Source: an optimization exercise on an open RTL-to-GDS flow (aim: small area). Production flows keep margins and buffers that such runs may drop.
Where RTL was checked, it was by simulation tests only, not by an equivalence proof against the original.
The clock port is modelled as an ideal driver; clocking choices that lean on that would not hold on a real chip.
Power and IR drop assume default switching activity.

==> run X: inputs <==
==> flow/design.v <==
`timescale 1ns/1ps
`default_nettype none
module adq_regs_top (
    input  wire                                clk_i,
    input  wire                                rst_i,
    input  wire [15-1:0]              paddr_i,
    input  wire                                psel_i,
    input  wire                                penable_i,
    input  wire                                pwrite_i,
    input  wire [16-1:0]              pwdata_i,
    output wire [16-1:0]              prdata_o,
    output wire                                pready_o,
    output wire                                pslverr_o,
    input  wire [8*16-1:0]   user_status_i,
    output wire [8*16-1:0]  user_ctrl_o,
    output wire [8-1:0]              user_strobe_o,
    output wire [36-1:0]                   sys_o,
    output wire [2*64-1:0]  cal_o,
    output wire [3-1:0]                idelay_o
);
    localparam int DW = 16;
    localparam int NW       = 23;
    localparam int W_CTRL   = 0;
    localparam int W_SKIP   = 8;
    localparam int W_IDELAY = 9;
    localparam int W_AFE    = 10;
    localparam int W_DECIM  = 11;
    localparam int W_LED    = 12;
    localparam int W_PD     = 13;
    localparam int W_DF     = 14;
    localparam int W_CAL    = 15;    
    function automatic logic [15-1:0] waddr(int w);
        case (w)
            W_SKIP:   waddr = 15'h2AA0;
            W_IDELAY: waddr = 15'h2AA1;
            W_AFE:    waddr = 15'h2AA2;
            W_DECIM:  waddr = 15'h2AA3;
            W_LED:    waddr = 15'h2AAA;
            W_PD:     waddr = 15'h2AAB;
            W_DF:     waddr = 15'h2AAC;
            15:       waddr = 15'h2AB0;
            16:       waddr = 15'h2AB0 + 1;
            17:       waddr = 15'h2AC0;
            18:       waddr = 15'h2AC0 + 1;
            19:       waddr = 15'h2AD0;
            20:       waddr = 15'h2AD0 + 1;
            21:       waddr = 15'h2AD2;
            22:       waddr = 15'h2AD2 + 1;
            default:  waddr = 15'h0030 + w[14:0];
        endcase
    endfunction
    function automatic int wwidth(int w);
        case (w)
            W_IDELAY: wwidth = 3;
            W_AFE:    wwidth = 4;
            W_DECIM:  wwidth = 9;
            W_LED:    wwidth = 3;
            W_PD:     wwidth = 2;
            W_DF:     wwidth = 2;
            default:  wwidth = DW;
        endcase
    endfunction
    function automatic logic [DW-1:0] wreset(int w);
        case (w)
            15, 16:  wreset = 16'sd1024;
            17, 18:  wreset = 16'sd0;
            19, 20:  wreset = 16'sd8191;
            21, 22:  wreset = (-16'sd8192);
            default: wreset = '0;
        endcase
    endfunction
    logic setup_q;
    logic done;
    logic wr;
    always_ff @(posedge clk_i) begin
        setup_q <= psel_i && !penable_i && !rst_i;
    end
    assign done = psel_i && penable_i && !setup_q && !rst_i;
    assign wr   = done && pwrite_i;
    logic [NW-1:0] hit;
    logic [3:0]    hit_ver;
    logic [7:0]    hit_status;
    logic          mapped;
    logic          read_only;
    logic [2:0] blk;
    logic [7:0] grp;
    logic [7:0] idx;
    assign blk[0] = paddr_i[14:6] == 9'h000;    
    assign blk[1] = paddr_i[14:6] == 9'h0AA;    
    assign blk[2] = paddr_i[14:6] == 9'h0AB;    
    always_comb begin
        for (int k = 0; k < 8; k++) begin
            grp[k] = paddr_i[5:3] == k;
            idx[k] = paddr_i[2:0] == k;
        end
    end
    function automatic int wblk(logic [15-1:0] a);
        wblk = (a[14:6] == 9'h000) ? 0 : (a[14:6] == 9'h0AA) ? 1 : 2;
    endfunction
    always_comb begin
        for (int w = 0; w < NW; w++) begin
            hit[w] = blk[wblk(waddr(w))] & grp[waddr(w) >> 3 & 7] & idx[waddr(w) & 7];
        end
        for (int v = 0; v < 4; v++) begin
            hit_ver[v] = blk[0] & grp[0] & idx[v];
        end
        for (int s = 0; s < 8; s++) begin
            hit_status[s] = blk[0] & grp[4] & idx[s];
        end
    end
    assign read_only = |hit_ver || |hit_status;
    assign mapped    = |hit || read_only;
    assign pready_o  = done;
    assign pslverr_o = done && (!mapped || (pwrite_i && read_only));
    logic [NW-1:0]    we;
    logic [NW-1:0]    hold;
    logic [NW*DW-1:0] word_flat;
    logic [NW*DW-1:0] word_next;
    logic [DW-1:0]    word_q [NW];
    assign we     = {NW{wr}} & hit;
    assign hold   = ~(we | {NW{rst_i}});
    adq_word_next u_word_next (
        .set_i   (we),
        .hold_i  (hold),
        .rst_i   (rst_i),
        .data_i  (pwdata_i),
        .q_i     (word_flat),
        .d_o     (word_next)
    );
    for (genvar w = 0; w < NW; w++) begin : g_word
        localparam int WW = wwidth(w);
        for (genvar b = 0; b < DW; b++) begin : g_bit
            if (b < WW) begin : g_used
                logic q;
                always_ff @(posedge clk_i) begin
                    q <= word_next[w*DW + b];
                end
                assign word_q[w][b] = q;
            end else begin : g_unused
                assign word_q[w][b] = 1'b0;
            end
        end
        assign word_flat[w*DW +: DW] = word_q[w];
    end
    for (genvar i = 0; i < 8; i++) begin : g_ctrl_out
        assign user_ctrl_o[i*DW +: DW] = word_q[W_CTRL + i];
    end
    assign sys_o = {word_q[W_SKIP],
                    word_q[W_AFE][4-1:0],
                    word_q[W_DECIM][9-1:0],
                    word_q[W_LED][3-1:0],
                    word_q[W_PD][2-1:0],
                    word_q[W_DF][2-1:0]};
    for (genvar ch = 0; ch < 2; ch++) begin : g_cal_out
        assign cal_o[ch*64 +: 64] = {word_q[W_CAL + ch],
                                                       word_q[W_CAL + 2 + ch],
                                                       word_q[W_CAL + 4 + ch],
                                                       word_q[W_CAL + 6 + ch]};
    end
    logic [8-1:0] strobe_q;
    always_ff @(posedge clk_i) begin
        strobe_q <= we[W_CTRL +: 8];
    end
    assign user_strobe_o = strobe_q;
    logic [DW-1:0] rd_mux;
    logic [DW-1:0] rdata_q;
    logic          cap;
    assign cap = !penable_i;
    adq_rd_mux u_rd_mux (
        .sel_ver_i    (hit_ver & {4{cap}}),
        .sel_status_i (hit_status & {8{cap}}),
        .sel_word_i   (hit & {NW{cap}}),
        .status_i     (user_status_i),
        .word_i       (word_flat),
        .hold_i       (penable_i),
        .q_i          (rdata_q),
        .rd_o         (rd_mux)
    );
    always_ff @(posedge clk_i) begin
        rdata_q <= rd_mux;
    end
    assign prdata_o = rdata_q;
    logic       rise;
    logic       rise1_q;
    logic       rise2_q;
    logic       load_q;
    logic [1:0] tap_q;
    logic       tap_load;
    assign rise = we[W_IDELAY] && pwdata_i[2] && !word_q[W_IDELAY][2];
    assign tap_load = rise2_q || rst_i;
    always_ff @(posedge clk_i) begin
        rise1_q <= rise;
        rise2_q <= rise1_q;
        load_q  <= rise2_q && !rst_i;
        if (tap_load) begin
            tap_q <= word_q[W_IDELAY][1:0] & {2{!rst_i}};
        end
    end
    assign idelay_o = {load_q, tap_q};
endmodule
module adq_rd_mux (
    input  wire [4-1:0]           sel_ver_i,
    input  wire [8-1:0]            sel_status_i,
    input  wire [22:0]                      sel_word_i,
    input  wire [8*16-1:0] status_i,
    input  wire [23*16-1:0]        word_i,
    input  wire                             hold_i,
    input  wire [16-1:0]           q_i,
    output logic [16-1:0]          rd_o
);
    localparam int DW = 16;
    function automatic int wwidth(int w);
        case (w)
            9:       wwidth = 3;
            10:      wwidth = 4;
            11:      wwidth = 9;
            12:      wwidth = 3;
            13:      wwidth = 2;
            14:      wwidth = 2;
            default: wwidth = DW;
        endcase
    endfunction
    always_comb begin
        rd_o = {DW{hold_i}} & q_i;
        if (sel_ver_i[0]) rd_o = rd_o | {8'h07, 8'h01};
        if (sel_ver_i[1]) rd_o = rd_o | {6'h11, 4'h2, 6'h03};
        if (sel_ver_i[3]) rd_o = rd_o | {8'hA5, 8'h00};
        for (int s = 0; s < 8; s++) begin
            rd_o = rd_o | ({DW{sel_status_i[s]}} & status_i[s*DW +: DW]);
        end
        for (int w = 0; w < 23; w++) begin
            for (int b = 0; b < DW; b++) begin
                if (b < wwidth(w)) begin
                    rd_o[b] = rd_o[b] | (sel_word_i[w] & word_i[w*DW + b]);
                end
            end
        end
    end
endmodule
module adq_word_next (
    input  wire [22:0]                 set_i,
    input  wire [22:0]                 hold_i,
    input  wire                        rst_i,
    input  wire [16-1:0]      data_i,
    input  wire [23*16-1:0]   q_i,
    output logic [23*16-1:0]  d_o
);
    localparam int DW = 16;
    function automatic logic [DW-1:0] wreset(int w);
        case (w)
            15, 16:  wreset = 16'sd1024;
            17, 18:  wreset = 16'sd0;
            19, 20:  wreset = 16'sd8191;
            21, 22:  wreset = (-16'sd8192);
            default: wreset = '0;
        endcase
    endfunction
    function automatic int wwidth(int w);
        case (w)
            9:       wwidth = 3;
            10:      wwidth = 4;
            11:      wwidth = 9;
            12:      wwidth = 3;
            13:      wwidth = 2;
            14:      wwidth = 2;
            default: wwidth = DW;
        endcase
    endfunction
    always_comb begin
        d_o = '0;
        for (int w = 0; w < 23; w++) begin
            for (int b = 0; b < DW; b++) begin
                if (b >= wwidth(w)) begin
                end else if (wreset(w) & (1 << b)) begin
                    d_o[w*DW + b] = (set_i[w] & data_i[b]) | (hold_i[w] & q_i[w*DW + b]) | rst_i;
                end else begin
                    d_o[w*DW + b] = (set_i[w] & data_i[b]) | (hold_i[w] & q_i[w*DW + b]);
                end
            end
        end
    end
endmodule
`default_nettype wire
==> flow/flow/run.sh <==
#!/bin/bash
set -euo pipefail
bash standard.sh "BUFFER_PORTS_ARGS=-buffer_cell sky130_fd_sc_hd__buf_1" \
  "CTS_ARGS=-sink_clustering_enable -repair_clock_nets -buf_list {sky130_fd_sc_hd__clkbuf_4} -sink_clustering_size 10 -sink_clustering_max_diameter 40 -dont_use_dummy_load" \
  "POST_CTS_TCL=$PWD/flow/post_cts.tcl" \
  "PRE_GLOBAL_PLACE_TCL=$PWD/flow/pre_gpl.tcl" \
  finish > flow_make.log 2>&1
==> flow/flow/post_cts.tcl <==
estimate_parasitics -placement
set limit_ns 0.105
set drivers [dict create]
foreach pin [get_pins -hierarchical */CLK] {
  set worst 0.0
  foreach a {max} { foreach e {rise fall} {
    set s [get_property $pin slew_${a}_$e]
    if {[string is double -strict $s] && $s > $worst} { set worst $s }
  } }
  if {$worst > $limit_ns} {
    set net [get_nets -of_objects $pin]
    foreach dp [get_pins -of_objects $net -filter "direction==output"] {
      dict set drivers [get_full_name [get_cells -of_objects $dp]] 1
    }
  }
}
set next {sky130_fd_sc_hd__clkbuf_1 sky130_fd_sc_hd__clkbuf_2 sky130_fd_sc_hd__clkbuf_2 sky130_fd_sc_hd__clkbuf_4 sky130_fd_sc_hd__clkbuf_4 sky130_fd_sc_hd__clkbuf_8 sky130_fd_sc_hd__clkbuf_8 sky130_fd_sc_hd__clkbuf_16}
foreach name [dict keys $drivers] {
  set inst [get_cells $name]
  set master [get_property $inst ref_name]
  set i [lsearch -exact $next $master]
  if {$i >= 0 && $i + 1 < [llength $next] && $master ne "sky130_fd_sc_hd__clkbuf_16"} {
    set to [lindex $next [expr {$i + 1}]]
    if {$to eq $master} { set to [lindex $next [expr {$i + 2}]] }
    puts "post_cts: $name $master -> $to"
    replace_cell $inst $to
  }
}
detailed_placement
check_placement -verbose
estimate_parasitics -placement
==> flow/flow/pre_gpl.tcl <==
# Placement-time repair: buffer with buf_2 at most (upsizing drivers instead)
set_dont_use [get_lib_cells {sky130_fd_sc_hd__buf_4 sky130_fd_sc_hd__buf_6 sky130_fd_sc_hd__buf_8 sky130_fd_sc_hd__buf_12 sky130_fd_sc_hd__buf_16 sky130_fd_sc_hd__bufbuf_* sky130_fd_sc_hd__clkbuf_* sky130_fd_sc_hd__clkdlybuf* sky130_fd_sc_hd__dlygate* sky130_fd_sc_hd__dlymetal*}]
==> flow/standard.sh <==
#!/bin/bash
# synth_recipe.tcl (not shown) runs the flow's synth.tcl, then flattens the netlist and writes it again
# the make line also repeats each setting of config.mk as NAME=value (left out here)
make -C /OpenROAD-flow-scripts/flow DESIGN_CONFIG=/design/flow/config.mk WORK_HOME=/design/flow/orfs CLKGATE_MAP_FILE= SYNTH_SCRIPT=/design/flow/synth_recipe.tcl "${@:-finish}"
==> flow/config.mk <==
export PLATFORM = sky130hd
export DESIGN_NAME = adq_regs_top
export DESIGN_NICKNAME = adq_regs_top
export VERILOG_FILES = /design/flow/design.v
export SDC_FILE = /design/flow/constraint.sdc
export NUM_CORES = 4
export LEC_CHECK = 0
export CAP_MARGIN = 20
export CORE_MARGIN = 2
export CORE_UTILIZATION = 65
export PLACE_DENSITY = 0.8
export SLEW_MARGIN = 20
export SYNTH_HIERARCHICAL = 1
export SYNTH_MINIMUM_KEEP_SIZE = 0
==> flow/constraint.sdc <==
create_clock -name core_clock -period 5.0 [get_ports {clk_i}]
set_input_delay 1.0000 -clock core_clock [delete_from_list [all_inputs] [get_ports {clk_i}]]
set_output_delay 1.0000 -clock core_clock [all_outputs]
set_load 0.01 [all_outputs]
==> inputs of run E, as changes to run X <==
==> flow/design.v, changed modules only <==
module adq_regs_top (
    input  wire                                clk_i,
    input  wire                                rst_i,
    input  wire [15-1:0]              paddr_i,
    input  wire                                psel_i,
    input  wire                                penable_i,
    input  wire                                pwrite_i,
    input  wire [16-1:0]              pwdata_i,
    output wire [16-1:0]              prdata_o,
    output wire                                pready_o,
    output wire                                pslverr_o,
    input  wire [8*16-1:0]   user_status_i,
    output wire [8*16-1:0]  user_ctrl_o,
    output wire [8-1:0]              user_strobe_o,
    output wire [36-1:0]                   sys_o,
    output wire [2*64-1:0]  cal_o,
    output wire [3-1:0]                idelay_o
);
    localparam int DW = 16;
    localparam int NW       = 23;
    localparam int W_CTRL   = 0;
    localparam int W_SKIP   = 8;
    localparam int W_IDELAY = 9;
    localparam int W_AFE    = 10;
    localparam int W_DECIM  = 11;
    localparam int W_LED    = 12;
    localparam int W_PD     = 13;
    localparam int W_DF     = 14;
    localparam int W_CAL    = 15;    
    function automatic logic [15-1:0] waddr(int w);
        case (w)
            W_SKIP:   waddr = 15'h2AA0;
            W_IDELAY: waddr = 15'h2AA1;
            W_AFE:    waddr = 15'h2AA2;
            W_DECIM:  waddr = 15'h2AA3;
            W_LED:    waddr = 15'h2AAA;
            W_PD:     waddr = 15'h2AAB;
            W_DF:     waddr = 15'h2AAC;
            15:       waddr = 15'h2AB0;
            16:       waddr = 15'h2AB0 + 1;
            17:       waddr = 15'h2AC0;
            18:       waddr = 15'h2AC0 + 1;
            19:       waddr = 15'h2AD0;
            20:       waddr = 15'h2AD0 + 1;
            21:       waddr = 15'h2AD2;
            22:       waddr = 15'h2AD2 + 1;
            default:  waddr = 15'h0030 + w[14:0];
        endcase
    endfunction
    function automatic int wwidth(int w);
        case (w)
            W_IDELAY: wwidth = 3;
            W_AFE:    wwidth = 4;
            W_DECIM:  wwidth = 9;
            W_LED:    wwidth = 3;
            W_PD:     wwidth = 2;
            W_DF:     wwidth = 2;
            default:  wwidth = DW;
        endcase
    endfunction
    function automatic logic [DW-1:0] wreset(int w);
        case (w)
            15, 16:  wreset = 16'sd1024;
            17, 18:  wreset = 16'sd0;
            19, 20:  wreset = 16'sd8191;
            21, 22:  wreset = (-16'sd8192);
            default: wreset = '0;
        endcase
    endfunction
    logic setup_q;
    logic done;
    logic wr;
    always_ff @(posedge clk_i) begin
        setup_q <= psel_i && !penable_i && !rst_i;
    end
    assign done = psel_i && penable_i && !setup_q && !rst_i;
    assign wr   = done && pwrite_i;
    logic [NW-1:0] hit;
    logic [3:0]    hit_ver;
    logic [7:0]    hit_status;
    logic          mapped;
    logic          read_only;
    always_comb begin
        for (int w = 0; w < NW; w++) begin
            hit[w] = (paddr_i == waddr(w));
        end
        for (int v = 0; v < 4; v++) begin
            hit_ver[v] = (paddr_i == 15'h0000 + v);
        end
        for (int s = 0; s < 8; s++) begin
            hit_status[s] = (paddr_i == 15'h0020 + s);
        end
    end
    assign read_only = |hit_ver || |hit_status;
    assign mapped    = |hit || read_only;
    assign pready_o  = done;
    assign pslverr_o = done && (!mapped || (pwrite_i && read_only));
    logic [DW-1:0] wdata0;    
    logic [DW-1:0] wdata1;    
    logic [NW-1:0] we;
    logic [NW-1:0] load;
    logic [DW-1:0] word_q [NW];
    assign wdata0 = pwdata_i & {DW{!rst_i}};
    assign wdata1 = pwdata_i | {DW{rst_i}};
    assign we     = {NW{wr}} & hit;
    assign load   = we | {NW{rst_i}};
    for (genvar w = 0; w < NW; w++) begin : g_word
        localparam int WW = wwidth(w);
        localparam logic [DW-1:0] RV = wreset(w);
        for (genvar b = 0; b < DW; b++) begin : g_bit
            if (b < WW) begin : g_used
                logic q;
                always_ff @(posedge clk_i) begin
                    if (load[w]) begin
                        q <= RV[b] ? wdata1[b] : wdata0[b];
                    end
                end
                assign word_q[w][b] = q;
            end else begin : g_unused
                assign word_q[w][b] = 1'b0;
            end
        end
    end
    for (genvar i = 0; i < 8; i++) begin : g_ctrl_out
        assign user_ctrl_o[i*DW +: DW] = word_q[W_CTRL + i];
    end
    assign sys_o = {word_q[W_SKIP],
                    word_q[W_AFE][4-1:0],
                    word_q[W_DECIM][9-1:0],
                    word_q[W_LED][3-1:0],
                    word_q[W_PD][2-1:0],
                    word_q[W_DF][2-1:0]};
    for (genvar ch = 0; ch < 2; ch++) begin : g_cal_out
        assign cal_o[ch*64 +: 64] = {word_q[W_CAL + ch],
                                                       word_q[W_CAL + 2 + ch],
                                                       word_q[W_CAL + 4 + ch],
                                                       word_q[W_CAL + 6 + ch]};
    end
    logic [8-1:0] strobe_q;
    always_ff @(posedge clk_i) begin
        strobe_q <= we[W_CTRL +: 8];
    end
    assign user_strobe_o = strobe_q;
    logic [DW-1:0] rd_mux;
    logic [DW-1:0] rdata_q;
    logic          cap;
    logic [NW*DW-1:0] word_flat;
    for (genvar w = 0; w < NW; w++) begin : g_flat
        assign word_flat[w*DW +: DW] = word_q[w];
    end
    adq_rd_mux u_rd_mux (
        .sel_ver_i    (hit_ver),
        .sel_status_i (hit_status),
        .sel_word_i   (hit),
        .status_i     (user_status_i),
        .word_i       (word_flat),
        .rd_o         (rd_mux)
    );
    assign cap = !penable_i;
    always_ff @(posedge clk_i) begin
        if (cap) begin
            rdata_q <= rd_mux;
        end
    end
    assign prdata_o = rdata_q;
    logic       rise;
    logic       rise1_q;
    logic       rise2_q;
    logic       load_q;
    logic [1:0] tap_q;
    logic       tap_load;
    assign rise = we[W_IDELAY] && pwdata_i[2] && !word_q[W_IDELAY][2];
    assign tap_load = rise2_q || rst_i;
    always_ff @(posedge clk_i) begin
        rise1_q <= rise;
        rise2_q <= rise1_q;
        load_q  <= rise2_q && !rst_i;
        if (tap_load) begin
            tap_q <= word_q[W_IDELAY][1:0] & {2{!rst_i}};
        end
    end
    assign idelay_o = {load_q, tap_q};
endmodule
module adq_rd_mux (
    input  wire [4-1:0]           sel_ver_i,
    input  wire [8-1:0]            sel_status_i,
    input  wire [22:0]                      sel_word_i,
    input  wire [8*16-1:0] status_i,
    input  wire [23*16-1:0]        word_i,
    output logic [16-1:0]          rd_o
);
    localparam int DW = 16;
    function automatic int wwidth(int w);
        case (w)
            9:       wwidth = 3;
            10:      wwidth = 4;
            11:      wwidth = 9;
            12:      wwidth = 3;
            13:      wwidth = 2;
            14:      wwidth = 2;
            default: wwidth = DW;
        endcase
    endfunction
    always_comb begin
        rd_o = '0;
        if (sel_ver_i[0]) rd_o = rd_o | {8'h07, 8'h01};
        if (sel_ver_i[1]) rd_o = rd_o | {6'h11, 4'h2, 6'h03};
        if (sel_ver_i[3]) rd_o = rd_o | {8'hA5, 8'h00};
        for (int s = 0; s < 8; s++) begin
            rd_o = rd_o | ({DW{sel_status_i[s]}} & status_i[s*DW +: DW]);
        end
        for (int w = 0; w < 23; w++) begin
            for (int b = 0; b < DW; b++) begin
                if (b < wwidth(w)) begin
                    rd_o[b] = rd_o[b] | (sel_word_i[w] & word_i[w*DW + b]);
                end
            end
        end
    end
endmodule
// module adq_word_next removed
==> flow/flow/run.sh (replaced) <==
#!/bin/bash
set -euo pipefail
bash standard.sh "BUFFER_PORTS_ARGS=-buffer_cell sky130_fd_sc_hd__buf_1" \
  "CTS_ARGS=-sink_clustering_enable -repair_clock_nets -buf_list {sky130_fd_sc_hd__clkbuf_8 sky130_fd_sc_hd__clkbuf_16} -sink_clustering_size 30 -sink_clustering_max_diameter 80 -dont_use_dummy_load" \
  REMOVE_ABC_BUFFERS=1 RECOVER_POWER=100 \
  finish > flow_make.log 2>&1
- CORE_UTILIZATION: 65 -> 40
- CTS_BUF_LIST: unset -> sky130_fd_sc_hd__clkbuf_2 sky130_fd_sc_hd__clkbuf_4
- GPL_TIMING_DRIVEN: unset -> 0
- PLACE_DENSITY: 0.8 -> 0.6
removed: flow/flow/post_cts.tcl
removed: flow/flow/pre_gpl.tcl
==> inputs of run R, as changes to run X <==
--- a/flow/design.v
+++ b/flow/design.v
@@ -84,26 +84,11 @@
     logic          read_only;
-    logic [2:0] blk;
-    logic [7:0] grp;
-    logic [7:0] idx;
-    assign blk[0] = paddr_i[14:6] == 9'h000;    
-    assign blk[1] = paddr_i[14:6] == 9'h0AA;    
-    assign blk[2] = paddr_i[14:6] == 9'h0AB;    
-    always_comb begin
-        for (int k = 0; k < 8; k++) begin
-            grp[k] = paddr_i[5:3] == k;
-            idx[k] = paddr_i[2:0] == k;
-        end
-    end
-    function automatic int wblk(logic [15-1:0] a);
-        wblk = (a[14:6] == 9'h000) ? 0 : (a[14:6] == 9'h0AA) ? 1 : 2;
-    endfunction
     always_comb begin
         for (int w = 0; w < NW; w++) begin
-            hit[w] = blk[wblk(waddr(w))] & grp[waddr(w) >> 3 & 7] & idx[waddr(w) & 7];
+            hit[w] = (paddr_i == waddr(w));
         end
         for (int v = 0; v < 4; v++) begin
-            hit_ver[v] = blk[0] & grp[0] & idx[v];
+            hit_ver[v] = (paddr_i == 15'h0000 + v);
         end
         for (int s = 0; s < 8; s++) begin
-            hit_status[s] = blk[0] & grp[4] & idx[s];
+            hit_status[s] = (paddr_i == 15'h0020 + s);
         end
--- a/flow/flow/run.sh
+++ b/flow/flow/run.sh
@@ -5,3 +5,2 @@
   "POST_CTS_TCL=$PWD/flow/post_cts.tcl" \
-  "PRE_GLOBAL_PLACE_TCL=$PWD/flow/pre_gpl.tcl" \
   finish > flow_make.log 2>&1
- CORE_UTILIZATION: 65 -> 40
- CTS_BUF_LIST: unset -> sky130_fd_sc_hd__clkbuf_2 sky130_fd_sc_hd__clkbuf_4
- PLACE_DENSITY: 0.8 -> 0.6
removed: flow/flow/pre_gpl.tcl
==> notes <==
The lowest synthesized area belongs to run X, the highest to run E.
Clock power, lowest first: run X, run R, run E.
Cell count: run E < run X < run R.
The lowest sequential share of layout area belongs to run R, the highest to run E.
Run R produced a clean layout. Run X produced a clean layout. Run E completed and failed the layout checks on max-capacitance violations, max-slew violations.
Final area, lowest first: run X, run R, run E.
Between run E and run R, the lower fmax is in run E (gap about 20%, measured against run R).
Of run E and run R, run E has the higher die area (gap about 0.47%, measured against run R).
Total power, highest first: run E, run R, run X.
Core utilization: run E is higher than run R (2.7 points).
==> figures <==
metric                                                              run R                    run X                                            run E
Result of the run                                 complete, no violations  complete, no violations                       complete, but fails checks
Layout check failures                                                   -                        -  max-capacitance violations, max-slew violations
Clk pwr share                                                       0.327                    0.307                                            0.276
Internal power contribution                                     0.00318 W                0.00311 W                                        0.00401 W
Total net switching power                                       0.00118 W                0.00110 W                                        0.00136 W
Relative max-transition margin                                      0.188                   0.0788                                           -0.124
Post-Synthesis Cells                                                1,515                    1,508                                            1,135
Multi-input gate area in the final layout                       5790 um^2                5600 um^2                                        3290 um^2
Clock skew                                                      0.0769 ns                0.0701 ns                                        0.0461 ns
Met1 layer usage reported by global route                           0.505                    0.691                                            0.386
Number of global-route vias before repair                          13,200                   13,100                                           10,600
Crit end category                                             output port                flip-flop                                        flip-flop
Antenna violations before repair                                        5                        5                                                1
Post-synthesis average cell area                                10.0 um^2                10.0 um^2                                        13.4 um^2
Met3 WL post-DR                                                   9520 um                11,900 um                                          7860 um
Design Power                                                    0.00437 W                0.00421 W                                        0.00537 W
Seq. pwr                                                        0.00264 W                0.00264 W                                        0.00335 W
Fraction of area in multi-input gates                               0.368                    0.373                                            0.196
Placed Cells                                                        2,115                    1,890                                            1,809
Register-to-register setup slack                                  2.06 ns                  2.09 ns                                          1.65 ns
Final clock period utilization by the worst path                    0.742                    0.759                                            0.939
Only the layout flow was run in run E; the RTL was not checked for function there.

## static timing again, ports no longer ideal
No port has a modelled driver above. Below, the same layouts with a new extraction and two added sets of constraints. Step 1 assumes that a clkbuf_16 drives the clock port and a buf_2 every other input. Step 2, shift: input delay + t, output delay - t, t = (earliest + latest rising clock arrival at the registers) / 2. This alone moves slack from input paths to output paths. Three values: no drivers, after step 1, after step 2; two values: the first two.
run | t, ns | setup WS [ns] | slew at the worst register clock pin (ns) | max-slew violations
run X | 0.708 | 1.206 / 1.231 / 0.523 | 0.11 / 0.11 | 0 / 0
run E | 0.559 | 0.304 / 0.331 / -0.228 | 0.11 / 0.11 | 72 / 96
run R | 0.780 | 1.288 / 1.267 / 0.890 | 0.11 / 0.11 | 0 / 0
The drivers bring new slew violations in run E. For run X, which loses most, drivers alone change the setup slack by +0.025 ns; drivers and shift together by -0.683 ns.
